From an optimization exercise on the open Yosys and OpenROAD flow, aimed at small area; shortcuts taken in it are not production practice.
In this exercise RTL edits were held to simulation tests only and were not proved equivalent to the original.
No activity file was given, so power comes from the tool's default toggle rates.

==> design.v <==
package layer_pkg;
   typedef logic signed [16-1:0] data_t;
   typedef logic [$clog2(8)-1:0] vec_addr_t;
   typedef logic [$clog2(16)-1:0] out_idx_t;
endpackage
package layer_coef_pkg;
   localparam int WEIGHT_ENTRIES = 4 * 8 * (16 / 4);
   localparam int BIAS_ENTRIES   = 4 * (16 / 4);
   localparam logic [WEIGHT_ENTRIES*16-1:0] weight_table = {
      {
         -16'sd38,  16'sd33,  16'sd109, 16'sd24,  -16'sd3,   -16'sd45,  -16'sd19,  16'sd48,
         16'sd103,  16'sd18,  16'sd82,  -16'sd28, 16'sd101,  -16'sd64,  -16'sd108, 16'sd3,
         -16'sd18,  16'sd107, 16'sd2,   -16'sd45, -16'sd85,  16'sd22,   16'sd86,   16'sd32,
         -16'sd1,   -16'sd105, 16'sd81, 16'sd42,  16'sd45,   16'sd39,   -16'sd54,  16'sd63
      },
      {
         16'sd29,   -16'sd75, -16'sd24, 16'sd89,  -16'sd12,  -16'sd72,  16'sd114,  -16'sd15,
         -16'sd11,  -16'sd4,  -16'sd36, 16'sd105, 16'sd53,   -16'sd50,  -16'sd37,  16'sd72,
         -16'sd110, -16'sd77, 16'sd9,   16'sd71,  16'sd1,    16'sd100,  16'sd15,   -16'sd72,
         16'sd90,   16'sd84,  16'sd7,   -16'sd36, 16'sd56,   -16'sd106, 16'sd20,   16'sd22
      },
      {
         -16'sd109, -16'sd24, 16'sd30,  16'sd68,  -16'sd123, -16'sd41,  16'sd119,  16'sd31,
         16'sd54,   16'sd121, 16'sd12,  16'sd60,  -16'sd48,  16'sd3,    -16'sd37,  16'sd78,
         16'sd93,   -16'sd101, 16'sd116, -16'sd83, 16'sd31,  -16'sd49,  16'sd124,  16'sd29,
         -16'sd78,  16'sd8,   16'sd67,  16'sd81,  16'sd87,   16'sd63,   -16'sd18,  -16'sd105
      },
      {
         -16'sd2,   -16'sd5,  16'sd22,  -16'sd23, 16'sd96,   -16'sd58,  16'sd36,   -16'sd70,
         16'sd126,  16'sd113, -16'sd73, 16'sd94,  -16'sd73,  16'sd92,   -16'sd104, -16'sd98,
         -16'sd64,  -16'sd77, -16'sd4,  -16'sd9,  -16'sd113, 16'sd20,   16'sd21,   -16'sd3,
         16'sd115,  16'sd106, 16'sd14,  -16'sd126, -16'sd1,  -16'sd93,  16'sd0,    16'sd126
      }
   };
   localparam logic [BIAS_ENTRIES*16-1:0] bias_table = {
      {-16'sd70, 16'sd120, 16'sd71,  -16'sd60},
      {-16'sd47, 16'sd115, -16'sd83, 16'sd67},
      {16'sd41,  16'sd38,  -16'sd81, -16'sd106},
      {16'sd103, 16'sd83,  16'sd0,   -16'sd10}
   };
endpackage
module layer_sequencer (
   input  logic                 clk,
   input  logic                 reset,
   input  logic                 s_valid,
   input  logic                 m_ready,
   output logic                 s_ready,
   output logic                 m_valid,
   output logic                 vec_wr_en,    
   output layer_pkg::vec_addr_t pos,          
   output logic                 run,          
   output logic                 en,           
   output layer_pkg::out_idx_t  out_idx,      
   output logic [5:0]           entry_next,   
   output logic                 x_bypass      
);
   layer_pkg::vec_addr_t load_cnt;    
   logic vec_pending;    
   logic done;           
   logic fire;
   logic can_start;
   logic start;
   logic last_start;     
   logic gap;            
   assign m_valid = done;
   assign fire    = done & m_ready;
   assign can_start  = (pos[1:0] == 2'd0) && (pos[2] != out_idx[0]) && !run && (!done || fire);
   assign start      = can_start && (out_idx != '0 || vec_pending || vec_wr_en);
   assign last_start = can_start && out_idx == 4'd15;
   assign en         = start | run;
   assign s_ready   = (pos == load_cnt) && (load_cnt != '0 || !vec_pending || last_start);
   assign vec_wr_en = s_ready & s_valid;
   assign gap       = (pos == load_cnt) && (load_cnt != '0) && !s_valid;
   layer_pkg::vec_addr_t load_cnt_d;
   assign load_cnt_d = reset ? '0 : load_cnt + vec_wr_en;
   layer_pkg::vec_addr_t pos_d;
   layer_pkg::out_idx_t  out_idx_d;
   logic                 finish;         
   assign finish     = run && pos[1:0] == 2'd3 && !(gap && out_idx == '0);
   assign pos_d      = reset ? '0 : pos + 1'b1;
   assign out_idx_d  = reset ? '0 : out_idx + finish;
   assign entry_next = {out_idx_d, pos_d[1:0]};
   always_ff @(posedge clk) begin
      pos      <= pos_d;
      out_idx  <= out_idx_d;
      load_cnt <= load_cnt_d;
      x_bypass <= (pos_d == load_cnt_d) && out_idx_d == '0;
   end
   always_ff @(posedge clk) begin
      if (reset) begin
         vec_pending <= 1'b0;
         run         <= 1'b0;
         done        <= 1'b0;
      end else begin
         if (vec_wr_en && load_cnt == 3'd7)
            vec_pending <= 1'b1;
         else if (start && out_idx == 4'd15)
            vec_pending <= 1'b0;
         if (start)
            run <= 1'b1;
         else if (run && (pos[1:0] == 2'd3 || (gap && out_idx == '0)))
            run <= 1'b0;
         if (finish)
            done <= 1'b1;
         else if (fire)
            done <= 1'b0;
      end
   end
endmodule
module mac_lane (
   input  logic                 clk,
   input  logic                 run,        
   input  logic                 en,         
   input  layer_pkg::out_idx_t  out_idx,
   input  layer_pkg::vec_addr_t pos,
   input  logic [5:0]           entry_next,    
   input  layer_pkg::data_t     x_a,
   input  layer_pkg::data_t     x_b,
   output layer_pkg::data_t     acc,
   output logic [16-1:0] acc_cy    
);
   localparam int ENTRIES = 16 * 4;
   localparam int BW = 16;    
   function automatic logic [15:0] negsum(input logic [7:0] w);
      logic [8:0] wx;
      wx     = {w, 1'b0};
      negsum = '0;
      for (int k = 0; k < 4; k++)
         if (wx[2*k+2] && !(wx[2*k+1] && wx[2*k]))
            negsum = negsum + (16'd1 << (2 * k));
   endfunction
   function automatic logic [15:0] row_negsum(input int j);
      int e;
      row_negsum = '0;
      for (int c = 0; c < 8; c++) begin
         e = (j % 4) * 8 * (16 / 4) + (j / 4) * 8 + c;
         row_negsum = row_negsum
                      + negsum(layer_coef_pkg::weight_table[(layer_coef_pkg::WEIGHT_ENTRIES - 1 - e) * 16 +: 8]);
      end
   endfunction
   logic [4*ENTRIES-1:0] a_one, a_two, a_neg, b_one, b_two, b_neg;
   logic [16*BW-1:0] b_rom;
   logic [ENTRIES*8-1:0]        wa_rom, wb_rom;
   genvar i;
   generate
      for (i = 0; i < ENTRIES; i++) begin : g_w
         localparam int J  = i / 4;
         localparam int CA = (1 - J % 2) * 4 + i % 4;
         localparam int CB = (J % 2) * 4 + i % 4;
         localparam int EA = (J % 4) * 8 * (16 / 4)
                             + (J / 4) * 8 + CA;
         localparam int EB = (J % 4) * 8 * (16 / 4)
                             + (J / 4) * 8 + CB;
         localparam logic [8:0] WA = {layer_coef_pkg::weight_table[(layer_coef_pkg::WEIGHT_ENTRIES - 1 - EA) * 16 +: 8], 1'b0};
         localparam logic [8:0] WB = {layer_coef_pkg::weight_table[(layer_coef_pkg::WEIGHT_ENTRIES - 1 - EB) * 16 +: 8], 1'b0};
         assign wa_rom[i*8 +: 8] = WA[8:1];
         assign wb_rom[i*8 +: 8] = WB[8:1];
         for (genvar k = 0; k < 4; k++) begin : g_k
            assign a_one[k*ENTRIES + i] = WA[2*k+1] ^ WA[2*k];
            assign a_two[k*ENTRIES + i] = (WA[2*k+2] & ~WA[2*k+1] & ~WA[2*k]) | (~WA[2*k+2] & WA[2*k+1] & WA[2*k]);
            assign a_neg[k*ENTRIES + i] = WA[2*k+2] & ~(WA[2*k+1] & WA[2*k]);
            assign b_one[k*ENTRIES + i] = WB[2*k+1] ^ WB[2*k];
            assign b_two[k*ENTRIES + i] = (WB[2*k+2] & ~WB[2*k+1] & ~WB[2*k]) | (~WB[2*k+2] & WB[2*k+1] & WB[2*k]);
            assign b_neg[k*ENTRIES + i] = WB[2*k+2] & ~(WB[2*k+1] & WB[2*k]);
         end
      end
      for (i = 0; i < 16; i++) begin : g_b
         localparam int E = (i % 4) * (16 / 4) + i / 4;
         localparam logic [7:0] B8 =
            layer_coef_pkg::bias_table[(layer_coef_pkg::BIAS_ENTRIES - 1 - E) * 16 +: 8];
         assign b_rom[i*16 +: 16] = {{8{B8[7]}}, B8} + row_negsum(i);
      end
   endgenerate
   logic [5:0]  entry;
   logic [15:0] bias;
   logic [15:0] addend;
   logic [3:0]  neg_a, one_a, two_a, neg_b, one_b, two_b;
   assign entry  = {out_idx, pos[1:0]};
   assign bias   = b_rom[out_idx*16 +: 16];
   assign addend = run ? acc : bias;
   logic [7:0] wa_q, wb_q;
   always_ff @(posedge clk) begin
      wa_q <= wa_rom[entry_next*8 +: 8];
      wb_q <= wb_rom[entry_next*8 +: 8];
   end
   logic [8:0] wxa, wxb;
   assign wxa = {wa_q, 1'b0};
   assign wxb = {wb_q, 1'b0};
   generate
      for (i = 0; i < 4; i++) begin : g_digit
         assign one_a[i] = wxa[2*i+1] ^ wxa[2*i];
         assign two_a[i] = (wxa[2*i+2] & ~wxa[2*i+1] & ~wxa[2*i]) | (~wxa[2*i+2] & wxa[2*i+1] & wxa[2*i]);
         assign neg_a[i] = wxa[2*i+2] & ~(wxa[2*i+1] & wxa[2*i]);
         assign one_b[i] = wxb[2*i+1] ^ wxb[2*i];
         assign two_b[i] = (wxb[2*i+2] & ~wxb[2*i+1] & ~wxb[2*i]) | (~wxb[2*i+2] & wxb[2*i+1] & wxb[2*i]);
         assign neg_b[i] = wxb[2*i+2] & ~(wxb[2*i+1] & wxb[2*i]);
      end
   endgenerate
   logic [15:0] pp_a0;
   assign pp_a0[0] = ((one_a[0] & x_a[0])) ^ neg_a[0];
   assign pp_a0[1] = ((one_a[0] & x_a[1]) | (two_a[0] & x_a[0])) ^ neg_a[0];
   assign pp_a0[2] = ((one_a[0] & x_a[2]) | (two_a[0] & x_a[1])) ^ neg_a[0];
   assign pp_a0[3] = ((one_a[0] & x_a[3]) | (two_a[0] & x_a[2])) ^ neg_a[0];
   assign pp_a0[4] = ((one_a[0] & x_a[4]) | (two_a[0] & x_a[3])) ^ neg_a[0];
   assign pp_a0[5] = ((one_a[0] & x_a[5]) | (two_a[0] & x_a[4])) ^ neg_a[0];
   assign pp_a0[6] = ((one_a[0] & x_a[6]) | (two_a[0] & x_a[5])) ^ neg_a[0];
   assign pp_a0[7] = ((one_a[0] & x_a[7]) | (two_a[0] & x_a[6])) ^ neg_a[0];
   assign pp_a0[8] = ((one_a[0] & x_a[8]) | (two_a[0] & x_a[7])) ^ neg_a[0];
   assign pp_a0[9] = ((one_a[0] & x_a[9]) | (two_a[0] & x_a[8])) ^ neg_a[0];
   assign pp_a0[10] = ((one_a[0] & x_a[10]) | (two_a[0] & x_a[9])) ^ neg_a[0];
   assign pp_a0[11] = ((one_a[0] & x_a[11]) | (two_a[0] & x_a[10])) ^ neg_a[0];
   assign pp_a0[12] = ((one_a[0] & x_a[12]) | (two_a[0] & x_a[11])) ^ neg_a[0];
   assign pp_a0[13] = ((one_a[0] & x_a[13]) | (two_a[0] & x_a[12])) ^ neg_a[0];
   assign pp_a0[14] = ((one_a[0] & x_a[14]) | (two_a[0] & x_a[13])) ^ neg_a[0];
   assign pp_a0[15] = ((one_a[0] & x_a[15]) | (two_a[0] & x_a[14])) ^ neg_a[0];
   logic [15:2] pp_a1;
   assign pp_a1[2] = ((one_a[1] & x_a[0])) ^ neg_a[1];
   assign pp_a1[3] = ((one_a[1] & x_a[1]) | (two_a[1] & x_a[0])) ^ neg_a[1];
   assign pp_a1[4] = ((one_a[1] & x_a[2]) | (two_a[1] & x_a[1])) ^ neg_a[1];
   assign pp_a1[5] = ((one_a[1] & x_a[3]) | (two_a[1] & x_a[2])) ^ neg_a[1];
   assign pp_a1[6] = ((one_a[1] & x_a[4]) | (two_a[1] & x_a[3])) ^ neg_a[1];
   assign pp_a1[7] = ((one_a[1] & x_a[5]) | (two_a[1] & x_a[4])) ^ neg_a[1];
   assign pp_a1[8] = ((one_a[1] & x_a[6]) | (two_a[1] & x_a[5])) ^ neg_a[1];
   assign pp_a1[9] = ((one_a[1] & x_a[7]) | (two_a[1] & x_a[6])) ^ neg_a[1];
   assign pp_a1[10] = ((one_a[1] & x_a[8]) | (two_a[1] & x_a[7])) ^ neg_a[1];
   assign pp_a1[11] = ((one_a[1] & x_a[9]) | (two_a[1] & x_a[8])) ^ neg_a[1];
   assign pp_a1[12] = ((one_a[1] & x_a[10]) | (two_a[1] & x_a[9])) ^ neg_a[1];
   assign pp_a1[13] = ((one_a[1] & x_a[11]) | (two_a[1] & x_a[10])) ^ neg_a[1];
   assign pp_a1[14] = ((one_a[1] & x_a[12]) | (two_a[1] & x_a[11])) ^ neg_a[1];
   assign pp_a1[15] = ((one_a[1] & x_a[13]) | (two_a[1] & x_a[12])) ^ neg_a[1];
   logic [15:4] pp_a2;
   assign pp_a2[4] = ((one_a[2] & x_a[0])) ^ neg_a[2];
   assign pp_a2[5] = ((one_a[2] & x_a[1]) | (two_a[2] & x_a[0])) ^ neg_a[2];
   assign pp_a2[6] = ((one_a[2] & x_a[2]) | (two_a[2] & x_a[1])) ^ neg_a[2];
   assign pp_a2[7] = ((one_a[2] & x_a[3]) | (two_a[2] & x_a[2])) ^ neg_a[2];
   assign pp_a2[8] = ((one_a[2] & x_a[4]) | (two_a[2] & x_a[3])) ^ neg_a[2];
   assign pp_a2[9] = ((one_a[2] & x_a[5]) | (two_a[2] & x_a[4])) ^ neg_a[2];
   assign pp_a2[10] = ((one_a[2] & x_a[6]) | (two_a[2] & x_a[5])) ^ neg_a[2];
   assign pp_a2[11] = ((one_a[2] & x_a[7]) | (two_a[2] & x_a[6])) ^ neg_a[2];
   assign pp_a2[12] = ((one_a[2] & x_a[8]) | (two_a[2] & x_a[7])) ^ neg_a[2];
   assign pp_a2[13] = ((one_a[2] & x_a[9]) | (two_a[2] & x_a[8])) ^ neg_a[2];
   assign pp_a2[14] = ((one_a[2] & x_a[10]) | (two_a[2] & x_a[9])) ^ neg_a[2];
   assign pp_a2[15] = ((one_a[2] & x_a[11]) | (two_a[2] & x_a[10])) ^ neg_a[2];
   logic [15:6] pp_a3;
   assign pp_a3[6] = ((one_a[3] & x_a[0])) ^ neg_a[3];
   assign pp_a3[7] = ((one_a[3] & x_a[1]) | (two_a[3] & x_a[0])) ^ neg_a[3];
   assign pp_a3[8] = ((one_a[3] & x_a[2]) | (two_a[3] & x_a[1])) ^ neg_a[3];
   assign pp_a3[9] = ((one_a[3] & x_a[3]) | (two_a[3] & x_a[2])) ^ neg_a[3];
   assign pp_a3[10] = ((one_a[3] & x_a[4]) | (two_a[3] & x_a[3])) ^ neg_a[3];
   assign pp_a3[11] = ((one_a[3] & x_a[5]) | (two_a[3] & x_a[4])) ^ neg_a[3];
   assign pp_a3[12] = ((one_a[3] & x_a[6]) | (two_a[3] & x_a[5])) ^ neg_a[3];
   assign pp_a3[13] = ((one_a[3] & x_a[7]) | (two_a[3] & x_a[6])) ^ neg_a[3];
   assign pp_a3[14] = ((one_a[3] & x_a[8]) | (two_a[3] & x_a[7])) ^ neg_a[3];
   assign pp_a3[15] = ((one_a[3] & x_a[9]) | (two_a[3] & x_a[8])) ^ neg_a[3];
   logic [15:0] pp_b0;
   assign pp_b0[0] = ((one_b[0] & x_b[0])) ^ neg_b[0];
   assign pp_b0[1] = ((one_b[0] & x_b[1]) | (two_b[0] & x_b[0])) ^ neg_b[0];
   assign pp_b0[2] = ((one_b[0] & x_b[2]) | (two_b[0] & x_b[1])) ^ neg_b[0];
   assign pp_b0[3] = ((one_b[0] & x_b[3]) | (two_b[0] & x_b[2])) ^ neg_b[0];
   assign pp_b0[4] = ((one_b[0] & x_b[4]) | (two_b[0] & x_b[3])) ^ neg_b[0];
   assign pp_b0[5] = ((one_b[0] & x_b[5]) | (two_b[0] & x_b[4])) ^ neg_b[0];
   assign pp_b0[6] = ((one_b[0] & x_b[6]) | (two_b[0] & x_b[5])) ^ neg_b[0];
   assign pp_b0[7] = ((one_b[0] & x_b[7]) | (two_b[0] & x_b[6])) ^ neg_b[0];
   assign pp_b0[8] = ((one_b[0] & x_b[8]) | (two_b[0] & x_b[7])) ^ neg_b[0];
   assign pp_b0[9] = ((one_b[0] & x_b[9]) | (two_b[0] & x_b[8])) ^ neg_b[0];
   assign pp_b0[10] = ((one_b[0] & x_b[10]) | (two_b[0] & x_b[9])) ^ neg_b[0];
   assign pp_b0[11] = ((one_b[0] & x_b[11]) | (two_b[0] & x_b[10])) ^ neg_b[0];
   assign pp_b0[12] = ((one_b[0] & x_b[12]) | (two_b[0] & x_b[11])) ^ neg_b[0];
   assign pp_b0[13] = ((one_b[0] & x_b[13]) | (two_b[0] & x_b[12])) ^ neg_b[0];
   assign pp_b0[14] = ((one_b[0] & x_b[14]) | (two_b[0] & x_b[13])) ^ neg_b[0];
   assign pp_b0[15] = ((one_b[0] & x_b[15]) | (two_b[0] & x_b[14])) ^ neg_b[0];
   logic [15:2] pp_b1;
   assign pp_b1[2] = ((one_b[1] & x_b[0])) ^ neg_b[1];
   assign pp_b1[3] = ((one_b[1] & x_b[1]) | (two_b[1] & x_b[0])) ^ neg_b[1];
   assign pp_b1[4] = ((one_b[1] & x_b[2]) | (two_b[1] & x_b[1])) ^ neg_b[1];
   assign pp_b1[5] = ((one_b[1] & x_b[3]) | (two_b[1] & x_b[2])) ^ neg_b[1];
   assign pp_b1[6] = ((one_b[1] & x_b[4]) | (two_b[1] & x_b[3])) ^ neg_b[1];
   assign pp_b1[7] = ((one_b[1] & x_b[5]) | (two_b[1] & x_b[4])) ^ neg_b[1];
   assign pp_b1[8] = ((one_b[1] & x_b[6]) | (two_b[1] & x_b[5])) ^ neg_b[1];
   assign pp_b1[9] = ((one_b[1] & x_b[7]) | (two_b[1] & x_b[6])) ^ neg_b[1];
   assign pp_b1[10] = ((one_b[1] & x_b[8]) | (two_b[1] & x_b[7])) ^ neg_b[1];
   assign pp_b1[11] = ((one_b[1] & x_b[9]) | (two_b[1] & x_b[8])) ^ neg_b[1];
   assign pp_b1[12] = ((one_b[1] & x_b[10]) | (two_b[1] & x_b[9])) ^ neg_b[1];
   assign pp_b1[13] = ((one_b[1] & x_b[11]) | (two_b[1] & x_b[10])) ^ neg_b[1];
   assign pp_b1[14] = ((one_b[1] & x_b[12]) | (two_b[1] & x_b[11])) ^ neg_b[1];
   assign pp_b1[15] = ((one_b[1] & x_b[13]) | (two_b[1] & x_b[12])) ^ neg_b[1];
   logic [15:4] pp_b2;
   assign pp_b2[4] = ((one_b[2] & x_b[0])) ^ neg_b[2];
   assign pp_b2[5] = ((one_b[2] & x_b[1]) | (two_b[2] & x_b[0])) ^ neg_b[2];
   assign pp_b2[6] = ((one_b[2] & x_b[2]) | (two_b[2] & x_b[1])) ^ neg_b[2];
   assign pp_b2[7] = ((one_b[2] & x_b[3]) | (two_b[2] & x_b[2])) ^ neg_b[2];
   assign pp_b2[8] = ((one_b[2] & x_b[4]) | (two_b[2] & x_b[3])) ^ neg_b[2];
   assign pp_b2[9] = ((one_b[2] & x_b[5]) | (two_b[2] & x_b[4])) ^ neg_b[2];
   assign pp_b2[10] = ((one_b[2] & x_b[6]) | (two_b[2] & x_b[5])) ^ neg_b[2];
   assign pp_b2[11] = ((one_b[2] & x_b[7]) | (two_b[2] & x_b[6])) ^ neg_b[2];
   assign pp_b2[12] = ((one_b[2] & x_b[8]) | (two_b[2] & x_b[7])) ^ neg_b[2];
   assign pp_b2[13] = ((one_b[2] & x_b[9]) | (two_b[2] & x_b[8])) ^ neg_b[2];
   assign pp_b2[14] = ((one_b[2] & x_b[10]) | (two_b[2] & x_b[9])) ^ neg_b[2];
   assign pp_b2[15] = ((one_b[2] & x_b[11]) | (two_b[2] & x_b[10])) ^ neg_b[2];
   logic [15:6] pp_b3;
   assign pp_b3[6] = ((one_b[3] & x_b[0])) ^ neg_b[3];
   assign pp_b3[7] = ((one_b[3] & x_b[1]) | (two_b[3] & x_b[0])) ^ neg_b[3];
   assign pp_b3[8] = ((one_b[3] & x_b[2]) | (two_b[3] & x_b[1])) ^ neg_b[3];
   assign pp_b3[9] = ((one_b[3] & x_b[3]) | (two_b[3] & x_b[2])) ^ neg_b[3];
   assign pp_b3[10] = ((one_b[3] & x_b[4]) | (two_b[3] & x_b[3])) ^ neg_b[3];
   assign pp_b3[11] = ((one_b[3] & x_b[5]) | (two_b[3] & x_b[4])) ^ neg_b[3];
   assign pp_b3[12] = ((one_b[3] & x_b[6]) | (two_b[3] & x_b[5])) ^ neg_b[3];
   assign pp_b3[13] = ((one_b[3] & x_b[7]) | (two_b[3] & x_b[6])) ^ neg_b[3];
   assign pp_b3[14] = ((one_b[3] & x_b[8]) | (two_b[3] & x_b[7])) ^ neg_b[3];
   assign pp_b3[15] = ((one_b[3] & x_b[9]) | (two_b[3] & x_b[8])) ^ neg_b[3];
   logic s1, c2, s3, c4, s5, c6, s7, c8, s9, c10, s11, c12, s13, c14, s15, c16;
   logic s17, c18, s19, c20, s21, c22, s23, c24, s25, c26, s27, c28, s29, c30, s31, c32;
   logic s33, c34, s35, c36, s37, c38, s39, c40, s41, c42, s43, c44, s45, c46, s47, c48;
   logic s49, c50, s51, c52, s53, c54, s55, c56, s57, s58, s59, s60, c61, s62, c63, s64;
   logic c65, s66, c67, s68, c69, s70, c71, s72, c73, s74, c75, s76, c77, s78, c79, s80;
   logic c81, s82, c83, s84, c85, s86, c87, s88, c89, s90, c91, s92, c93, s94, c95, s96;
   logic c97, s98, c99, s100, c101, s102, c103, s104, c105, s106, c107, s108, s109, s110, c111, s112;
   logic c113, s114, c115, s116, c117, s118, c119, s120, c121, s122, c123, s124, c125, s126, c127, s128;
   logic c129, s130, c131, s132, c133, s134, c135, s136, s137, c138, s139, c140, s141, c142, s143, c144;
   logic s145, c146, s147, c148, s149, c150, s151, c152, s153, c154, s155, c156, s157, c158, s159, c160;
   logic s161, c162, s163, c164, s165, c166, s167;
   assign s1 = addend[4] ^ pp_b0[4];
   assign c2 = addend[4] & pp_b0[4];
   assign s3 = addend[5] ^ pp_b0[5] ^ pp_b1[5];
   assign c4 = (addend[5] & pp_b0[5]) | (addend[5] & pp_b1[5]) | (pp_b0[5] & pp_b1[5]);
   assign s5 = addend[6] ^ pp_b0[6] ^ pp_b1[6];
   assign c6 = (addend[6] & pp_b0[6]) | (addend[6] & pp_b1[6]) | (pp_b0[6] & pp_b1[6]);
   assign s7 = pp_b2[6] ^ pp_b3[6] ^ pp_a0[6];
   assign c8 = (pp_b2[6] & pp_b3[6]) | (pp_b2[6] & pp_a0[6]) | (pp_b3[6] & pp_a0[6]);
   assign s9 = addend[7] ^ pp_b0[7] ^ pp_b1[7];
   assign c10 = (addend[7] & pp_b0[7]) | (addend[7] & pp_b1[7]) | (pp_b0[7] & pp_b1[7]);
   assign s11 = pp_b2[7] ^ pp_b3[7] ^ pp_a0[7];
   assign c12 = (pp_b2[7] & pp_b3[7]) | (pp_b2[7] & pp_a0[7]) | (pp_b3[7] & pp_a0[7]);
   assign s13 = pp_a1[7] ^ pp_a2[7];
   assign c14 = pp_a1[7] & pp_a2[7];
   assign s15 = addend[8] ^ pp_b0[8] ^ pp_b1[8];
   assign c16 = (addend[8] & pp_b0[8]) | (addend[8] & pp_b1[8]) | (pp_b0[8] & pp_b1[8]);
   assign s17 = pp_b2[8] ^ pp_b3[8] ^ pp_a0[8];
   assign c18 = (pp_b2[8] & pp_b3[8]) | (pp_b2[8] & pp_a0[8]) | (pp_b3[8] & pp_a0[8]);
   assign s19 = pp_a1[8] ^ pp_a2[8] ^ pp_a3[8];
   assign c20 = (pp_a1[8] & pp_a2[8]) | (pp_a1[8] & pp_a3[8]) | (pp_a2[8] & pp_a3[8]);
   assign s21 = addend[9] ^ pp_b0[9] ^ pp_b1[9];
   assign c22 = (addend[9] & pp_b0[9]) | (addend[9] & pp_b1[9]) | (pp_b0[9] & pp_b1[9]);
   assign s23 = pp_b2[9] ^ pp_b3[9] ^ pp_a0[9];
   assign c24 = (pp_b2[9] & pp_b3[9]) | (pp_b2[9] & pp_a0[9]) | (pp_b3[9] & pp_a0[9]);
   assign s25 = pp_a1[9] ^ pp_a2[9] ^ pp_a3[9];
   assign c26 = (pp_a1[9] & pp_a2[9]) | (pp_a1[9] & pp_a3[9]) | (pp_a2[9] & pp_a3[9]);
   assign s27 = addend[10] ^ pp_b0[10] ^ pp_b1[10];
   assign c28 = (addend[10] & pp_b0[10]) | (addend[10] & pp_b1[10]) | (pp_b0[10] & pp_b1[10]);
   assign s29 = pp_b2[10] ^ pp_b3[10] ^ pp_a0[10];
   assign c30 = (pp_b2[10] & pp_b3[10]) | (pp_b2[10] & pp_a0[10]) | (pp_b3[10] & pp_a0[10]);
   assign s31 = pp_a1[10] ^ pp_a2[10] ^ pp_a3[10];
   assign c32 = (pp_a1[10] & pp_a2[10]) | (pp_a1[10] & pp_a3[10]) | (pp_a2[10] & pp_a3[10]);
   assign s33 = addend[11] ^ pp_b0[11] ^ pp_b1[11];
   assign c34 = (addend[11] & pp_b0[11]) | (addend[11] & pp_b1[11]) | (pp_b0[11] & pp_b1[11]);
   assign s35 = pp_b2[11] ^ pp_b3[11] ^ pp_a0[11];
   assign c36 = (pp_b2[11] & pp_b3[11]) | (pp_b2[11] & pp_a0[11]) | (pp_b3[11] & pp_a0[11]);
   assign s37 = pp_a1[11] ^ pp_a2[11] ^ pp_a3[11];
   assign c38 = (pp_a1[11] & pp_a2[11]) | (pp_a1[11] & pp_a3[11]) | (pp_a2[11] & pp_a3[11]);
   assign s39 = addend[12] ^ pp_b0[12] ^ pp_b1[12];
   assign c40 = (addend[12] & pp_b0[12]) | (addend[12] & pp_b1[12]) | (pp_b0[12] & pp_b1[12]);
   assign s41 = pp_b2[12] ^ pp_b3[12] ^ pp_a0[12];
   assign c42 = (pp_b2[12] & pp_b3[12]) | (pp_b2[12] & pp_a0[12]) | (pp_b3[12] & pp_a0[12]);
   assign s43 = pp_a1[12] ^ pp_a2[12] ^ pp_a3[12];
   assign c44 = (pp_a1[12] & pp_a2[12]) | (pp_a1[12] & pp_a3[12]) | (pp_a2[12] & pp_a3[12]);
   assign s45 = addend[13] ^ pp_b0[13] ^ pp_b1[13];
   assign c46 = (addend[13] & pp_b0[13]) | (addend[13] & pp_b1[13]) | (pp_b0[13] & pp_b1[13]);
   assign s47 = pp_b2[13] ^ pp_b3[13] ^ pp_a0[13];
   assign c48 = (pp_b2[13] & pp_b3[13]) | (pp_b2[13] & pp_a0[13]) | (pp_b3[13] & pp_a0[13]);
   assign s49 = pp_a1[13] ^ pp_a2[13] ^ pp_a3[13];
   assign c50 = (pp_a1[13] & pp_a2[13]) | (pp_a1[13] & pp_a3[13]) | (pp_a2[13] & pp_a3[13]);
   assign s51 = addend[14] ^ pp_b0[14] ^ pp_b1[14];
   assign c52 = (addend[14] & pp_b0[14]) | (addend[14] & pp_b1[14]) | (pp_b0[14] & pp_b1[14]);
   assign s53 = pp_b2[14] ^ pp_b3[14] ^ pp_a0[14];
   assign c54 = (pp_b2[14] & pp_b3[14]) | (pp_b2[14] & pp_a0[14]) | (pp_b3[14] & pp_a0[14]);
   assign s55 = pp_a1[14] ^ pp_a2[14] ^ pp_a3[14];
   assign c56 = (pp_a1[14] & pp_a2[14]) | (pp_a1[14] & pp_a3[14]) | (pp_a2[14] & pp_a3[14]);
   assign s57 = addend[15] ^ pp_b0[15] ^ pp_b1[15];
   assign s58 = pp_b2[15] ^ pp_b3[15] ^ pp_a0[15];
   assign s59 = pp_a1[15] ^ pp_a2[15] ^ pp_a3[15];
   assign s60 = addend[2] ^ pp_b0[2];
   assign c61 = addend[2] & pp_b0[2];
   assign s62 = addend[3] ^ pp_b0[3] ^ pp_b1[3];
   assign c63 = (addend[3] & pp_b0[3]) | (addend[3] & pp_b1[3]) | (pp_b0[3] & pp_b1[3]);
   assign s64 = pp_b1[4] ^ pp_b2[4] ^ s1;
   assign c65 = (pp_b1[4] & pp_b2[4]) | (pp_b1[4] & s1) | (pp_b2[4] & s1);
   assign s66 = pp_a0[4] ^ pp_a1[4];
   assign c67 = pp_a0[4] & pp_a1[4];
   assign s68 = pp_b2[5] ^ c2 ^ s3;
   assign c69 = (pp_b2[5] & c2) | (pp_b2[5] & s3) | (c2 & s3);
   assign s70 = pp_a0[5] ^ pp_a1[5] ^ pp_a2[5];
   assign c71 = (pp_a0[5] & pp_a1[5]) | (pp_a0[5] & pp_a2[5]) | (pp_a1[5] & pp_a2[5]);
   assign s72 = c4 ^ s5 ^ pp_a1[6];
   assign c73 = (c4 & s5) | (c4 & pp_a1[6]) | (s5 & pp_a1[6]);
   assign s74 = pp_a2[6] ^ pp_a3[6] ^ s7;
   assign c75 = (pp_a2[6] & pp_a3[6]) | (pp_a2[6] & s7) | (pp_a3[6] & s7);
   assign s76 = c6 ^ s9 ^ pp_a3[7];
   assign c77 = (c6 & s9) | (c6 & pp_a3[7]) | (s9 & pp_a3[7]);
   assign s78 = s13 ^ c8 ^ s11;
   assign c79 = (s13 & c8) | (s13 & s11) | (c8 & s11);
   assign s80 = c10 ^ s15 ^ c14;
   assign c81 = (c10 & s15) | (c10 & c14) | (s15 & c14);
   assign s82 = c12 ^ s17 ^ s19;
   assign c83 = (c12 & s17) | (c12 & s19) | (s17 & s19);
   assign s84 = c16 ^ s21 ^ c18;
   assign c85 = (c16 & s21) | (c16 & c18) | (s21 & c18);
   assign s86 = c20 ^ s23 ^ s25;
   assign c87 = (c20 & s23) | (c20 & s25) | (s23 & s25);
   assign s88 = c22 ^ s27 ^ c24;
   assign c89 = (c22 & s27) | (c22 & c24) | (s27 & c24);
   assign s90 = c26 ^ s29 ^ s31;
   assign c91 = (c26 & s29) | (c26 & s31) | (s29 & s31);
   assign s92 = c28 ^ s33 ^ c30;
   assign c93 = (c28 & s33) | (c28 & c30) | (s33 & c30);
   assign s94 = c32 ^ s35 ^ s37;
   assign c95 = (c32 & s35) | (c32 & s37) | (s35 & s37);
   assign s96 = c34 ^ s39 ^ c36;
   assign c97 = (c34 & s39) | (c34 & c36) | (s39 & c36);
   assign s98 = c38 ^ s41 ^ s43;
   assign c99 = (c38 & s41) | (c38 & s43) | (s41 & s43);
   assign s100 = c40 ^ s45 ^ c42;
   assign c101 = (c40 & s45) | (c40 & c42) | (s45 & c42);
   assign s102 = c44 ^ s47 ^ s49;
   assign c103 = (c44 & s47) | (c44 & s49) | (s47 & s49);
   assign s104 = c46 ^ s51 ^ c48;
   assign c105 = (c46 & s51) | (c46 & c48) | (s51 & c48);
   assign s106 = c50 ^ s53 ^ s55;
   assign c107 = (c50 & s53) | (c50 & s55) | (s53 & s55);
   assign s108 = c52 ^ s57 ^ c54;
   assign s109 = c56 ^ s58 ^ s59;
   assign s110 = pp_b1[2] ^ s60;
   assign c111 = pp_b1[2] & s60;
   assign s112 = c61 ^ s62 ^ pp_a0[3];
   assign c113 = (c61 & s62) | (c61 & pp_a0[3]) | (s62 & pp_a0[3]);
   assign s114 = c63 ^ s64 ^ pp_a2[4];
   assign c115 = (c63 & s64) | (c63 & pp_a2[4]) | (s64 & pp_a2[4]);
   assign s116 = c65 ^ s68 ^ c67;
   assign c117 = (c65 & s68) | (c65 & c67) | (s68 & c67);
   assign s118 = c69 ^ c71 ^ s72;
   assign c119 = (c69 & c71) | (c69 & s72) | (c71 & s72);
   assign s120 = c73 ^ s76 ^ c75;
   assign c121 = (c73 & s76) | (c73 & c75) | (s76 & c75);
   assign s122 = c77 ^ s80 ^ c79;
   assign c123 = (c77 & s80) | (c77 & c79) | (s80 & c79);
   assign s124 = c81 ^ s84 ^ c83;
   assign c125 = (c81 & s84) | (c81 & c83) | (s84 & c83);
   assign s126 = c85 ^ s88 ^ c87;
   assign c127 = (c85 & s88) | (c85 & c87) | (s88 & c87);
   assign s128 = c89 ^ s92 ^ c91;
   assign c129 = (c89 & s92) | (c89 & c91) | (s92 & c91);
   assign s130 = c93 ^ s96 ^ c95;
   assign c131 = (c93 & s96) | (c93 & c95) | (s96 & c95);
   assign s132 = c97 ^ s100 ^ c99;
   assign c133 = (c97 & s100) | (c97 & c99) | (s100 & c99);
   assign s134 = c101 ^ s104 ^ c103;
   assign c135 = (c101 & s104) | (c101 & c103) | (s104 & c103);
   assign s136 = c105 ^ s108 ^ c107;
   assign s137 = addend[0] ^ pp_b0[0];
   assign c138 = addend[0] & pp_b0[0];
   assign s139 = addend[1] ^ pp_b0[1] ^ pp_a0[1];
   assign c140 = (addend[1] & pp_b0[1]) | (addend[1] & pp_a0[1]) | (pp_b0[1] & pp_a0[1]);
   assign s141 = s110 ^ pp_a0[2] ^ pp_a1[2];
   assign c142 = (s110 & pp_a0[2]) | (s110 & pp_a1[2]) | (pp_a0[2] & pp_a1[2]);
   assign s143 = c111 ^ pp_a1[3] ^ s112;
   assign c144 = (c111 & pp_a1[3]) | (c111 & s112) | (pp_a1[3] & s112);
   assign s145 = s66 ^ c113 ^ s114;
   assign c146 = (s66 & c113) | (s66 & s114) | (c113 & s114);
   assign s147 = c115 ^ s70 ^ s116;
   assign c148 = (c115 & s70) | (c115 & s116) | (s70 & s116);
   assign s149 = c117 ^ s74 ^ s118;
   assign c150 = (c117 & s74) | (c117 & s118) | (s74 & s118);
   assign s151 = c119 ^ s78 ^ s120;
   assign c152 = (c119 & s78) | (c119 & s120) | (s78 & s120);
   assign s153 = s82 ^ c121 ^ s122;
   assign c154 = (s82 & c121) | (s82 & s122) | (c121 & s122);
   assign s155 = s86 ^ c123 ^ s124;
   assign c156 = (s86 & c123) | (s86 & s124) | (c123 & s124);
   assign s157 = s90 ^ c125 ^ s126;
   assign c158 = (s90 & c125) | (s90 & s126) | (c125 & s126);
   assign s159 = s94 ^ c127 ^ s128;
   assign c160 = (s94 & c127) | (s94 & s128) | (c127 & s128);
   assign s161 = s98 ^ c129 ^ s130;
   assign c162 = (s98 & c129) | (s98 & s130) | (c129 & s130);
   assign s163 = s102 ^ c131 ^ s132;
   assign c164 = (s102 & c131) | (s102 & s132) | (c131 & s132);
   assign s165 = s106 ^ c133 ^ s134;
   assign c166 = (s106 & c133) | (s106 & s134) | (c133 & s134);
   assign s167 = s109 ^ c135 ^ s136;
   logic [15:0] op_a, op_b;
   assign op_a = {s167, s165, s163, s161, s159, s157, s155, s153, s151, s149, s147, s145, s143, s141, s139, pp_a0[0]};
   assign op_b = {c166, c164, c162, c160, c158, c156, c154, c152, c150, c148, c146, c144, c142, c140, c138, s137};
   logic [15:0] cy;
   logic [15:0] sum;
   logic [15:0] cy_out;
   assign cy[0] = 1'b0;
   assign sum[0] = op_a[0] ^ op_b[0] ^ cy[0];
   assign cy[1] = (op_a[0] & op_b[0]) | (op_a[0] & cy[0]) | (op_b[0] & cy[0]);
   assign sum[1] = op_a[1] ^ op_b[1] ^ cy[1];
   assign cy[2] = (op_a[1] & op_b[1]) | (op_a[1] & cy[1]) | (op_b[1] & cy[1]);
   assign sum[2] = op_a[2] ^ op_b[2] ^ cy[2];
   assign cy[3] = (op_a[2] & op_b[2]) | (op_a[2] & cy[2]) | (op_b[2] & cy[2]);
   assign sum[3] = op_a[3] ^ op_b[3] ^ cy[3];
   assign cy[4] = (op_a[3] & op_b[3]) | (op_a[3] & cy[3]) | (op_b[3] & cy[3]);
   assign sum[4] = op_a[4] ^ op_b[4] ^ cy[4];
   assign cy[5] = (op_a[4] & op_b[4]) | (op_a[4] & cy[4]) | (op_b[4] & cy[4]);
   assign sum[5] = op_a[5] ^ op_b[5] ^ cy[5];
   assign cy_out[6] = (op_a[5] & op_b[5]) | (op_a[5] & cy[5]) | (op_b[5] & cy[5]);
   assign cy[6] = run & acc_cy[6];
   assign sum[6] = op_a[6] ^ op_b[6] ^ cy[6];
   assign cy[7] = (op_a[6] & op_b[6]) | (op_a[6] & cy[6]) | (op_b[6] & cy[6]);
   assign sum[7] = op_a[7] ^ op_b[7] ^ cy[7];
   assign cy[8] = (op_a[7] & op_b[7]) | (op_a[7] & cy[7]) | (op_b[7] & cy[7]);
   assign sum[8] = op_a[8] ^ op_b[8] ^ cy[8];
   assign cy[9] = (op_a[8] & op_b[8]) | (op_a[8] & cy[8]) | (op_b[8] & cy[8]);
   assign sum[9] = op_a[9] ^ op_b[9] ^ cy[9];
   assign cy[10] = (op_a[9] & op_b[9]) | (op_a[9] & cy[9]) | (op_b[9] & cy[9]);
   assign sum[10] = op_a[10] ^ op_b[10] ^ cy[10];
   assign cy_out[11] = (op_a[10] & op_b[10]) | (op_a[10] & cy[10]) | (op_b[10] & cy[10]);
   assign cy[11] = run & acc_cy[11];
   assign sum[11] = op_a[11] ^ op_b[11] ^ cy[11];
   assign cy[12] = (op_a[11] & op_b[11]) | (op_a[11] & cy[11]) | (op_b[11] & cy[11]);
   assign sum[12] = op_a[12] ^ op_b[12] ^ cy[12];
   assign cy[13] = (op_a[12] & op_b[12]) | (op_a[12] & cy[12]) | (op_b[12] & cy[12]);
   assign sum[13] = op_a[13] ^ op_b[13] ^ cy[13];
   assign cy_out[14] = (op_a[13] & op_b[13]) | (op_a[13] & cy[13]) | (op_b[13] & cy[13]);
   assign cy[14] = run & acc_cy[14];
   assign sum[14] = op_a[14] ^ op_b[14] ^ cy[14];
   assign cy[15] = (op_a[14] & op_b[14]) | (op_a[14] & cy[14]) | (op_b[14] & cy[14]);
   assign sum[15] = op_a[15] ^ op_b[15] ^ cy[15];
   assign cy_out[0] = 1'b0;
   assign cy_out[1] = 1'b0;
   assign cy_out[2] = 1'b0;
   assign cy_out[3] = 1'b0;
   assign cy_out[4] = 1'b0;
   assign cy_out[5] = 1'b0;
   assign cy_out[7] = 1'b0;
   assign cy_out[8] = 1'b0;
   assign cy_out[9] = 1'b0;
   assign cy_out[10] = 1'b0;
   assign cy_out[12] = 1'b0;
   assign cy_out[13] = 1'b0;
   assign cy_out[15] = 1'b0;
   logic [15:0] cy_q;    
   always_ff @(posedge clk)
      if (en) begin
         acc  <= sum;
         cy_q <= cy_out & 16'h4840;
      end
   assign acc_cy = cy_q & 16'h4840;
endmodule
module mac_array (
   input  logic                 clk,
   input  logic                 vec_wr_en,
   input  logic                 x_bypass,
   input  layer_pkg::data_t     data_in,
   input  layer_pkg::vec_addr_t pos,
   input  logic                 run,
   input  logic                 en,
   input  layer_pkg::out_idx_t  out_idx,
   input  logic [5:0]           entry_next,
   output layer_pkg::data_t     acc,
   output logic [16-1:0] acc_cy
);
   layer_pkg::data_t ring [0:8-1];
   always_ff @(posedge clk) begin
      for (int k = 0; k < 8 - 1; k++)
         ring[k] <= ring[k+1];
      ring[8-1] <= vec_wr_en ? data_in : ring[0];
   end
   mac_lane u_lane (
      .clk     (clk),
      .run     (run),
      .en      (en),
      .out_idx (out_idx),
      .pos     (pos),
      .entry_next (entry_next),
      .x_a     (x_bypass ? data_in : ring[0]),    
      .x_b     (ring[8/2]),           
      .acc     (acc),
      .acc_cy  (acc_cy)
   );
endmodule
module result_buffer (
   input  layer_pkg::data_t acc,
   input  logic [16-1:0] acc_cy,
   output layer_pkg::data_t data_out
);
   layer_pkg::data_t result;
   assign result   = acc + acc_cy;
   assign data_out = result[16-1] ? '0 : result;
endmodule
module layer_top (
   input  logic             clk,
   input  logic             reset,
   input  logic             s_valid,
   input  logic             m_ready,
   input  layer_pkg::data_t data_in,
   output logic             s_ready,
   output logic             m_valid,
   output layer_pkg::data_t data_out
);
   logic                 vec_wr_en;
   logic                 x_bypass;
   layer_pkg::vec_addr_t pos;
   logic                 run, en;
   layer_pkg::out_idx_t  out_idx;
   logic [5:0]           entry_next;
   layer_pkg::data_t     acc;
   logic [16-1:0] acc_cy;
   layer_sequencer u_sequencer (
      .clk       (clk),
      .reset     (reset),
      .s_valid   (s_valid),
      .m_ready   (m_ready),
      .s_ready   (s_ready),
      .m_valid   (m_valid),
      .vec_wr_en (vec_wr_en),
      .pos       (pos),
      .run       (run),
      .en        (en),
      .out_idx   (out_idx),
      .entry_next(entry_next),
      .x_bypass  (x_bypass)
   );
   mac_array u_mac_array (
      .clk       (clk),
      .vec_wr_en (vec_wr_en),
      .x_bypass  (x_bypass),
      .data_in   (data_in),
      .pos       (pos),
      .run       (run),
      .en        (en),
      .out_idx   (out_idx),
      .entry_next(entry_next),
      .acc       (acc),
      .acc_cy    (acc_cy)
   );
   result_buffer u_result_buffer (
      .acc      (acc),
      .acc_cy   (acc_cy),
      .data_out (data_out)
   );
endmodule
==> flow/run.sh <==
#!/bin/bash
# The standard synthesis, then its combinational logic mapped again by
# ABC with an area-oriented script (flow/abc_resyn.script): the standard
# synthesis's registers and full-adder cells stay exactly as they are, with their
# names; full adders may work on complemented signals (flow/fa_polarity.py).
# Then the standard layout of that netlist, with extra ORFS make
# variables from flow/make_vars (one per line).
# Logs: flow_synth.log and flow_make.log (make's output), flow_fa_polarity.log,
# flow_resyn.log and flow_resyn_check.log (Yosys); each ORFS step also keeps its own log under orfs/logs.
set -euo pipefail
args=()
while IFS= read -r line; do
   [[ -z "$line" || "$line" == \#* ]] && continue
   args+=("$line")
done < flow/make_vars

bash standard.sh "${args[@]}" synth > flow_synth.log 2>&1

RES=orfs/results/$FLOW_PLATFORM/layer_top/base
LIB=$FLOW_HOME/platforms/$FLOW_PLATFORM/lib/sky130_fd_sc_hd__tt_025C_1v80.lib
YOSYS=$FLOW_HOME/../tools/install/yosys/bin/yosys
DONT_USE=$(grep -o 'sky130_fd_sc_hd__[a-z0-9_]*' $FLOW_HOME/platforms/$FLOW_PLATFORM/config.mk | sort -u | sed 's/^/-dont_use /' | tr '\n' ' ')
cp $RES/1_2_yosys.v 1_2_yosys_standard.v
# Full adders on complemented signals where that saves inverters
python3 flow/fa_polarity.py 1_2_yosys_standard.v 1_2_yosys_fapol.v > flow_fa_polarity.log 2>&1
cat > resyn.ys <<EOT
read_liberty -ignore_miss_func $LIB
read_verilog 1_2_yosys_fapol.v
hierarchy -top $FLOW_TOP
blackbox sky130_fd_sc_hd__dfxtp_1 sky130_fd_sc_hd__edfxtp_1 sky130_fd_sc_hd__fa_1 sky130_fd_sc_hd__conb_1
tee -o resyn_stat_before.txt stat -liberty $LIB
flatten
opt -purge
abc -script $PWD/flow/abc_resyn.script -liberty $LIB $DONT_USE -constr $PWD/orfs/objects/$FLOW_PLATFORM/layer_top/base/abc.constr
splitnets
opt_clean -purge
hilomap -singleton -hicell sky130_fd_sc_hd__conb_1 HI -locell sky130_fd_sc_hd__conb_1 LO
insbuf -buf sky130_fd_sc_hd__buf_4 A X
tee -o resyn_stat_after.txt stat -liberty $LIB
write_verilog -noattr -nohex -nodec 1_2_yosys_resyn.v
EOT
$YOSYS -s resyn.ys > flow_resyn.log 2>&1
# The new netlist must be fully mapped and hold the same registers
cat > resyn_check.ys <<EOT
read_liberty -lib $LIB
read_verilog 1_2_yosys_resyn.v
hierarchy -check -top $FLOW_TOP
check -assert -mapped
EOT
$YOSYS -s resyn_check.ys > flow_resyn_check.log 2>&1
regs() { grep -oE 'sky130_fd_sc_hd__e?dfxtp_[0-9]+ +\\?[^ ]+' "$1" | sort; }
if ! diff <(regs 1_2_yosys_standard.v) <(regs 1_2_yosys_resyn.v) > flow_resyn_regs.diff; then
   echo "registers differ from the standard synthesis" >&2
   exit 1
fi
cp 1_2_yosys_resyn.v $RES/1_2_yosys.v
rm -f $RES/1_synth.odb
bash standard.sh "${args[@]}" finish > flow_make.log 2>&1
==> flow/abc_resyn.script <==
strash
&get -n
&deepsyn -I 1 -J 5
&put
dch -f
amap
topo
stime -c
==> flow/fa_polarity.py <==
#!/usr/bin/env python3
"""Removes inverters between full-adder cells of a mapped netlist.

A full adder is self-dual: FA(~a, ~b, ~c) = (~sum, ~cout). This script picks,
for each full-adder cell, whether it works on complemented signals, so that
as few inverters as possible are needed between the adders and the logic
around them, then rewrites the netlist. The function is unchanged; no
register, port or other cell changes.

usage: fa_polarity.py in.v out.v
"""
import re, sys

src = open(sys.argv[1]).read()
m = re.search(r'^module .*?^endmodule', src, re.S | re.M)
assert m and src.count('\nmodule ') + src.startswith('module ') == 1, 'one module expected'
mod = m.group(0)

cell_re = re.compile(r'^(\s*)(sky130_fd_sc_hd__\w+)\s+(\S+)\s*\((.*?)\);\n', re.S | re.M)
pin_re = re.compile(r'\.(\w+)\(\s*(.*?)\s*\)\s*(?:,|$)', re.S)

cells = []   # [type, name, {pin: net}, span]
for cm in cell_re.finditer(mod):
    pins = dict((p, n.strip()) for p, n in pin_re.findall(cm.group(4)))
    cells.append([cm.group(2), cm.group(3), pins, cm.span()])

OUTS = {'X', 'Y', 'Q', 'Q_N', 'SUM', 'COUT', 'HI', 'LO'}
def v(net):
    # An escaped identifier ends at white space
    return net + ' ' if net.startswith('\\') else net

def is_fa(t): return re.match(r'sky130_fd_sc_hd__fa_\d+$', t) is not None
def is_inv(t): return re.match(r'sky130_fd_sc_hd__(clk)?inv_\d+$', t) is not None

driver = {}
for i, (t, n, pins, _) in enumerate(cells):
    for p, net in pins.items():
        if p in OUTS:
            driver[net] = (i, p)

# Logical source of a net: (base net, inverted?) following inverter cells
def source(net):
    inv = False
    seen = 0
    while net in driver and is_inv(cells[driver[net][0]][0]) and seen < 4:
        net = cells[driver[net][0]][2]['A']
        inv = not inv
        seen += 1
    return net, inv

fa = [i for i, c in enumerate(cells) if is_fa(c[0])]
fa_out = {}   # net -> fa index, for SUM/COUT nets
for i in fa:
    for p in ('SUM', 'COUT'):
        if p in cells[i][2]:
            fa_out[cells[i][2][p]] = i

# Every use of a signal: (cell index, pin, base net, wanted inversion)
uses = []
for i, (t, n, pins, _) in enumerate(cells):
    if is_inv(t):
        continue
    for p, net in pins.items():
        if p in OUTS:
            continue
        b, inv = source(net)
        uses.append((i, p, b, inv))
# Inverter outputs also used by ports (assign) or nothing else: keep them as uses
port_nets = set(re.findall(r'^\s*output\s+(?:\[[^\]]*\]\s*)?(\S+);', mod, re.M))

flip = {i: False for i in fa}

def cost():
    need = set()
    for (i, p, b, inv) in uses:
        pb = flip.get(fa_out.get(b), False)          # physical polarity of b
        want = inv ^ (flip[i] if i in flip else False)
        if want != pb:
            need.add(b)
    return len(need)

best = cost()
start = best
improved = True
while improved:
    improved = False
    for i in fa:
        flip[i] = not flip[i]
        c = cost()
        if c < best:
            best = c
            improved = True
        else:
            flip[i] = not flip[i]

if best >= start:
    open(sys.argv[2], 'w').write(src)
    print(f'fa_polarity: no gain ({start} inverted signals)')
    sys.exit(0)

# Rewrite: each use connects to b (physical polarity pb) or to a new inverter of b
new_cells = []
inv_of = {}
cnt = [0]
def inverted(b):
    if b not in inv_of:
        cnt[0] += 1
        w = f'fapol_n{cnt[0]}'
        inv_of[b] = w
        new_cells.append(f'  wire {w};\n  sky130_fd_sc_hd__inv_1 fapol_i{cnt[0]} (\n    .A({v(b)}),\n    .Y({w})\n  );\n')
    return inv_of[b]

newpins = {}
for (i, p, b, inv) in uses:
    pb = flip.get(fa_out.get(b), False)
    want = inv ^ (flip[i] if i in flip else False)
    newpins[(i, p)] = b if want == pb else inverted(b)

# Output ports driven through an assign or directly by a flipped adder are not
# expected: refuse rather than change a port's value
for net in fa_out:
    base = net.split('[')[0]
    if flip[fa_out[net]] and (base in port_nets or net in port_nets):
        sys.exit('fa_polarity: a flipped adder drives a port')

def drives_port(net):
    return net in port_nets or net.split('[')[0].strip() in port_nets

out = []
pos = 0
used_inv_outputs = set()
for (i, p, b, inv) in uses:
    pass
for i, (t, n, pins, span) in enumerate(cells):
    out.append(mod[pos:span[0]])
    pos = span[1]
    if is_inv(t) and not drives_port(pins['Y']):
        continue   # dropped; the needed inverters are made again below
    if is_inv(t):
        out.append(mod[span[0]:span[1]])
        continue
    body = ',\n'.join(f'    .{p}({v(newpins.get((i, p), net))})' for p, net in pins.items())
    out.append(f'  {t} {n} (\n{body}\n  );\n')
out.append(mod[pos:])
text = ''.join(out)
text = text.replace('\nendmodule', '\n' + ''.join(new_cells) + 'endmodule', 1)
text = src[:m.start()] + text + src[m.end():]
open(sys.argv[2], 'w').write(text)
print(f'fa_polarity: {start} -> {best} inverted signals, {sum(flip.values())} of {len(fa)} adders flipped')
==> flow/make_vars <==
BUFFER_PORTS_ARGS=-buffer_cell sky130_fd_sc_hd__buf_1
GPL_KEEP_OVERFLOW=0
PLACE_DENSITY=0.8
CTS_ARGS=-sink_clustering_enable -repair_clock_nets -buf_list sky130_fd_sc_hd__clkbuf_8 -dont_use_dummy_load
==> standard.sh <==
#!/bin/bash
# synth_recipe.tcl (not shown) runs the flow's synth.tcl, then flattens the netlist and writes it again
# the make line also repeats each setting of config.mk as NAME=value (left out here)
make -C /OpenROAD-flow-scripts/flow DESIGN_CONFIG=/design/flow/config.mk WORK_HOME=/design/flow/orfs CLKGATE_MAP_FILE= SYNTH_SCRIPT=/design/flow/synth_recipe.tcl "${@:-finish}"
==> config.mk <==
export PLATFORM = sky130hd
export DESIGN_NAME = layer_top
export DESIGN_NICKNAME = layer_top
export VERILOG_FILES = /design/flow/design.v
export SDC_FILE = /design/flow/constraint.sdc
export NUM_CORES = 4
export LEC_CHECK = 0
export CAP_MARGIN = 20
export CORE_MARGIN = 2
export CORE_UTILIZATION = 40
export SLEW_MARGIN = 20
==> constraint.sdc <==
create_clock -name core_clock -period 7.0 [get_ports {clk}]
set_input_delay 1.4000 -clock core_clock [delete_from_list [all_inputs] [get_ports {clk}]]
set_output_delay 1.4000 -clock core_clock [all_outputs]
set_load 0.01 [all_outputs]
==> results by group, run 1 <==
Timing
  • Unrepaired setup endpoints after global routing: false
  • Max Fclk: 150 MHz
  • Worst-Margin Slew: 1.07 ns
  • Slew margin rel.: 28.4%
  • Max Slew Vio Count: 0
  • Clock Skew: 0.0400 ns
  • Final Critical Period: 6.66 ns
  • Hold Vio Cnt, Final: 0
  • Fin crit share: 95.2%
  • Endpoints failing setup: 0
  • WHS: 0.303 ns

Placement
  • Port Buf Inserts: 36
  • GP Congestion: 1.01
  • # placed instances: 1515
  • Post-DP HPWL: 22300 um

Floorplanning
  • Die area: 0.0260 mm2
  • Core area: 0.0243 mm2
  • Starting density of the core: 40.7%
  • Num rows: 57
  • IO Pins: 38
  • DIE HEIGHT: 161 um
  • Die width: 161 um

Routing
  • DRC viols: 0
  • Routed len/inst: 19.7 um
  • Initial DRC count: 1137
  • Wirelength, routed: 30100 um
  • Vias per cell: 5.86
  • DR vias: 8980
  • Remaining antenna violation count after routing: 0
  • Drt first pass iters: 6

Power and ir drop
  • Pwr Density: 519 mW/mm2
  • Maximum vdd drop: 0.396 mV
  • Tot Pwr: 5.61 mW
  • Leak: 3.79 nW

Clock tree
  • H-tree levels: 4
  • Clk slew on worst S/H paths: 0.09 ns
  • Clk Latency, worst-skew pair: 0.46 ns
  • # hold bufs at CTS: 0
  • Clk sinks: 177
  • Post-CTS resize count: 3
  • Bufs on Longest Clock Path: 2
  • CTS tree: yes
  • Root buffer cell: clkbuf_8
  • CTS Buf Count: 17
  • Setup Buffers After CTS: 0

Global route
  • All-layer global routing usage: 23.4%
  • Largest net degree at the start of global routing: 28
  • Met2 Use GR: 37.4%
  • Vias in the first global route: 8641
  • Grt met1 use: 30.4%
  • Congestion Overflow GR: 0
  • First-pass GRT wire length: 47000 um
  • Met3 Resource Use GR: 5.24%
  • Initial antenna violation count: 2
  • Grt peak-use layer: met2

Critical path
  • Crit-path max FO: 18
  • Setup CP Type: flip-flop to flip-flop
  • Crit path cell chain: clkinv_2, nor2b_1, or2_1, o22ai_1, o21ai_0, fa_1, fa_1, fa_1, clkinv_1, fa_1, fa_1, fa_1, fa_1, fa_1, fa_1
  • Most used cell, CP: fa_1
  • Critical Path Start Type: flip-flop
  • CP endpoint kind: flip-flop
  • Arr. time, crit path: 6.86 ns
  • Slowest stage delay, CP: 0.61 ns
  • Critical path data required time: 7.19 ns
  • CP max-delay cell: dfxtp_2

Status
  • Status: finished clean

Cells and area
  • Final net count: 1318
  • Ratio of cells with drive above 1 in the final layout: 3.48%
  • Filler cells: 2368
  • Final core utilization: 44.4%
  • # diodes: 0
  • Most frequent cells in the layout: nor2_1, dfxtp_1, clkinv_1
  • Most common cell after layout, fill and taps aside: nor2_1
  • Non-filler instance count after layout: 1532
  • Area Growth Syn to Fin: 9.08%

Synthesis
  • Syn Nets: 1258
  • Synth Warn #: 5
  • Syn Area/Cell: 8.61 um2
  • Synthesized netlist cell count: 1150
  • Syn Std Cell Area: 0.00990 mm2

Flow run
  • Max-Cap Viols: 0

Min path
  • Worst min path class: flip-flop to flip-flop
## area by class of cell
cell class,count,area [um2],area share [%]
multi-input cells,855,5770,53.5
flip-flops and latches,177,3740,34.6
inverters,117,442,4.09
well taps,324,405,3.75
clock buffers,17,234,2.17
repair buffers,42,206,1.91
## routing by layer
| layer | wire length, um | share of wire (%) | vias to the layer above |
|---|---|---|---|
| li1 | - | - | 4206 |
| met1 | 12600 | 42 | 4168 |
| met4 | 1220 | 4.0 | 4 |
| met3 | 2600 | 8.6 | 95 |
| met2 | 13700 | 45 | 507 |
| met5 | 27 | 0.090 | - |
## critical path, delay by kind of cell (launching register included)
| family | cells | cell delay, ns |
|---|---|---|
| compound gates | 2 | 0.41 |
| buf+inv | 2 | 0.50 |
| simple gates | 2 | 0.88 |
| flops | 1 | 0.61 |
| fa+ha+maj | 9 | 3.98 |
## state kept, by name, indices dropped and copies added (netlist names)
name / cells
u_sequencer.done: 1
u_sequencer.load_cnt: 3
u_sequencer.out_idx: 4
u_mac_array.u_lane.wb_q: 8
u_mac_array.u_lane.wa_q: 8
u_mac_array.u_lane.acc: 16
u_sequencer.pos: 3
u_sequencer.x_bypass: 1
u_sequencer.run: 1
u_mac_array.u_lane.cy_q: 3
u_mac_array.ring: 128
u_sequencer.vec_pending: 1
## power breakdown
part | internal (mW) | leakage [nW] | total [mW] | switching, mW
Combinational | 1.46 | 2.17 | 3.40 | 1.94
Sequential | 1.56 | 1.50 | 1.69 | 0.127
Clock | 0.215 | 0.122 | 0.520 | 0.305
## final timing paths
kind | startpoint | to | slack, ns | cells past startpoint
max | u_mac_array.u_lane.wb_q[1] | u_mac_array.u_lane.acc[10] | 0.34 | 15
min | u_mac_array.ring[5][10] | u_mac_array.ring[4][10] | 0.30 | 0
max reg2reg | u_mac_array.u_lane.wb_q[1] | u_mac_array.u_lane.acc[10] | 0.34 | 15
min reg2reg | u_mac_array.ring[5][10] | u_mac_array.ring[4][10] | 0.30 | 0
## through the flow
stage                     worst slack (ns)  area (um2)  TNS [ns]
after floorplan                      0.735        9900         0
after global placement              -0.499       10400     -1.52
after detailed placement            -0.535       10500     -1.34
after CTS                           0.0608       10800         0
after global routing                0.0513       10800         0
final                                0.336       10800         0
==> inputs of run 2 (changes only) <==
==> flow/abc_resyn.script (replaced) <==
strash
&get -n
&deepsyn -I 1 -J 5
&put
dch -f
amap
strash
dch -f
amap
topo
stime -c
==> results by group, run 2 <==
Synthesis
  • Synth Warn #: 5 (unchanged)
  • Synthesized netlist cell count: 1144 (-0.52%)
  • Syn Area/Cell: 8.63 um2 (+0.32%)
  • Syn Std Cell Area: 0.00988 mm2 (-0.20%)
  • Syn Nets: 1252 (-0.48%)

Critical path
  • Critical path data required time: 7.19 ns (about the same)
  • CP max-delay cell: dfxtp_1
  • CP endpoint kind: flip-flop
  • Slowest stage delay, CP: 0.91 ns (+0.30 ns)
  • RR Endpoint: u_mac_array.u_lane.acc[10]
  • Most used cell, CP: fa_1
  • R2R Path Start: u_mac_array.u_lane.wb_q[1]
  • R2R depth: 14 (-1)
  • Arr. time, crit path: 6.95 ns (+0.09 ns)
  • CP bufs+invs: 2 (unchanged)
  • Top delay family on crit path: adder cells
  • Crit path cell chain: nand2_1, nand2_1, clkinv_1, o21ai_0, fa_1, fa_1, fa_1, clkinv_1, fa_1, fa_1, fa_1, fa_1, fa_1, fa_1
  • Crit-path max FO: 24 (+6)
  • Worst R2R Setup Slack: 0.24 ns (-0.09 ns)
  • Critical Path Start Type: flip-flop
  • Setup CP Type: flip-flop to flip-flop

Timing
  • Hold Vio Cnt, Final: 0 (unchanged)
  • Max Fclk: 148 MHz (-1.3%)
  • Endpoints failing setup: 0 (unchanged)
  • Unrepaired setup endpoints after global routing: false
  • Max Slew Vio Count: 0 (unchanged)
  • Slew margin rel.: 22.0% (-6.4 points)
  • Fin crit share: 96.5% (+1.3 points)
  • Clock Skew: 0.0277 ns (-0.0123 ns)
  • Final WS setup: 0.245 ns (-0.0908 ns)
  • WHS: 0.308 ns (+0.00547 ns)
  • Worst-Margin Slew: 1.16 ns (+0.0834 ns)
  • Final Critical Period: 6.76 ns (+0.0908 ns)

Clock tree
  • Post-CTS resize count: 1 (-2)
  • Root buffer cell: clkbuf_8
  • Clk Latency, worst-skew pair: 0.47 ns (about the same)
  • CTS tree: yes
  • # hold bufs at CTS: 0 (unchanged)
  • H-tree levels: 4 (unchanged)
  • Clk slew on worst S/H paths: 0.09 ns (about the same)
  • Clk sinks: 177 (unchanged)
  • CTS Buf Count: 17 (unchanged)
  • Bufs on Longest Clock Path: 2 (unchanged)
  • Setup Buffers After CTS: 0 (unchanged)

Cells and area
  • Final net count: 1309 (-0.68%)
  • Area Growth Syn to Fin: 8.31%
  • Largest Register: u_mac_array.ring
  • Most common cell after layout, fill and taps aside: nor2_1
  • Ratio of cells with drive above 1 in the final layout: 2.59% (-0.89 points)
  • # diodes: 0 (unchanged)
  • Non-filler instance count after layout: 1523 (-0.59%)
  • Max FFs per register: 128 (unchanged)
  • Largest regs: u_mac_array.ring x128, u_mac_array.u_lane.acc x16
  • Most frequent cells in the layout: nor2_1, dfxtp_1, clkinv_1

Routing
  • DRC viols: 0 (unchanged)
  • DR vias: 8988 (+0.089%)
  • Remaining antenna violation count after routing: 0 (unchanged)
  • Vias per cell: 5.90 (+0.68%)
  • Wirelength, routed: 30000 um (-0.47%)
  • Initial DRC count: 1364 (+20%)
  • Drt first pass iters: 6 (unchanged)
  • Routed len/inst: 19.7 um (+0.12%)

Placement
  • Post-DP HPWL: 22800 um (+1.9%)
  • GP Congestion: 0.960 (-5.2%)
  • Port Buf Inserts: 36 (unchanged)
  • Place WS: 0.00893 ns (+0.544 ns)
  • # placed instances: 1506 (-0.59%)

Global route
  • Initial antenna violation count: 1 (-1)
  • All-layer global routing usage: 23.4% (+0.030 points)
  • First-pass GRT wire length: 47200 um (+0.49%)
  • Vias in the first global route: 8482 (-1.8%)
  • Congestion Overflow GR: 0 (unchanged)
  • Largest net degree at the start of global routing: 31 (+11%)

Floorplanning
  • Num rows: 57 (unchanged)
  • DIE HEIGHT: 161 um (about the same)
  • IO Pins: 38 (unchanged)
  • Starting density of the core: 40.7% (about the same)
  • Core area: 0.0242 mm2 (-0.29%)
  • Die area: 0.0260 mm2 (-0.19%)
  • Die width: 161 um (about the same)

Min path
  • Hold path start: u_mac_array.ring[1][7]
  • Worst Hold Path EP: u_mac_array.ring[0][7]
  • Worst Hold Path Cells: 0 (unchanged)
  • Worst min path class: flip-flop to flip-flop

Power and ir drop
  • Maximum vdd drop: 0.329 mV (-17%)
  • Leak: 3.77 nW (-0.48%)
  • Pwr Density: 506 mW/mm2 (-2.6%)
  • Tot Pwr: 5.41 mW (-3.4%)

Status
  • Status: finished clean

Flow run
  • Max-Cap Viols: 0 (unchanged)
==> run 2: per-stage QoR <==
step           area [um2]  util (%)  setup TNS, ns
3_5_place_dp        10400      43.1              0
3_3_place_gp        10400      42.9          -1.12
5_1_grt             10700      44.1              0
6_report            10700      44.1              0
2_1_floorplan        9880         -              0
4_1_cts             10700      44.0              0
==> run 2: report_power, final <==
part	internal, mW	switching, mW
clock network	0.215	0.327
registers	1.51	0.107
logic	1.39	1.86
==> run 2: worst register-to-register path, delay by kind of cell (launching register included) <==
kind | cells | cell delay [ns]
simple gates | 2 | 0.48
flops | 1 | 0.91
fa+ha+maj | 9 | 4.05
buf+inv | 2 | 0.65
compound gates | 1 | 0.41
==> run 2: routing by layer <==
metal  GRT usage, %  vias to the layer above  wire length, um
li1               -                     4163                -
met2           35.9                      598            12900
met4           8.81                        0             1070
met5              0                        -                0
met3           4.85                       81             3140
met1           32.6                     4146            12800
==> run 2: final cells by class <==
cell class                 count  area [um2]
inverter                     121         455
fill                        2381       13500
tap                          324         405
timing repair buffer          39         158
sequential                   177        3730
clock buffer                  17         234
multi-input combinational    845        5710
==> run 2: how the worst max path moves through the flow <==
stage                                       to                  startpoint  depth (start not counted)  slack (ns)
finish              u_mac_array.u_lane.acc[10]  u_mac_array.u_lane.wb_q[1]                         14        0.24
global route        u_mac_array.u_lane.acc[10]  u_mac_array.u_lane.wb_q[1]                         14       0.006
CTS                 u_mac_array.u_lane.acc[10]  u_mac_array.u_lane.wa_q[1]                         15        0.13
detailed placement  u_mac_array.u_lane.wa_q[4]      u_sequencer.out_idx[0]                         21       0.009
global placement    u_mac_array.u_lane.wa_q[4]      u_sequencer.out_idx[0]                         21       -0.32
floorplan           u_mac_array.u_lane.acc[10]                  data_in[0]                         13        1.06

-- separate check: timing with driven ports --
How much do the figures lean on ideal ports? The routed layouts below were timed once more, with nothing changed but the port constraints. Step 1, drivers: a clkbuf_16 drives clk and a buf_2 each remaining input, both assumed. Step 2 adds t to the input delays and takes it off the output delays; t is the mean of the earliest and latest rising clock arrival at the registers after step 1. Input paths then give back, and output paths get back, about the clock's delay inside the block. Slacks: no drivers / after step 1 / after step 2; pairs: no drivers / after step 1.
run	shift t [ns]	slack for setup (ns)	hold WS [ns]	worst setup path at the end
run 1	0.480	0.336 / 0.336 / 0.336	0.303 / 0.303 / 0.303	register to register
run 2	0.509	0.245 / 0.245 / 0.245	0.308 / 0.308 / 0.308	register to register
After both steps every run listed still meets setup and hold.
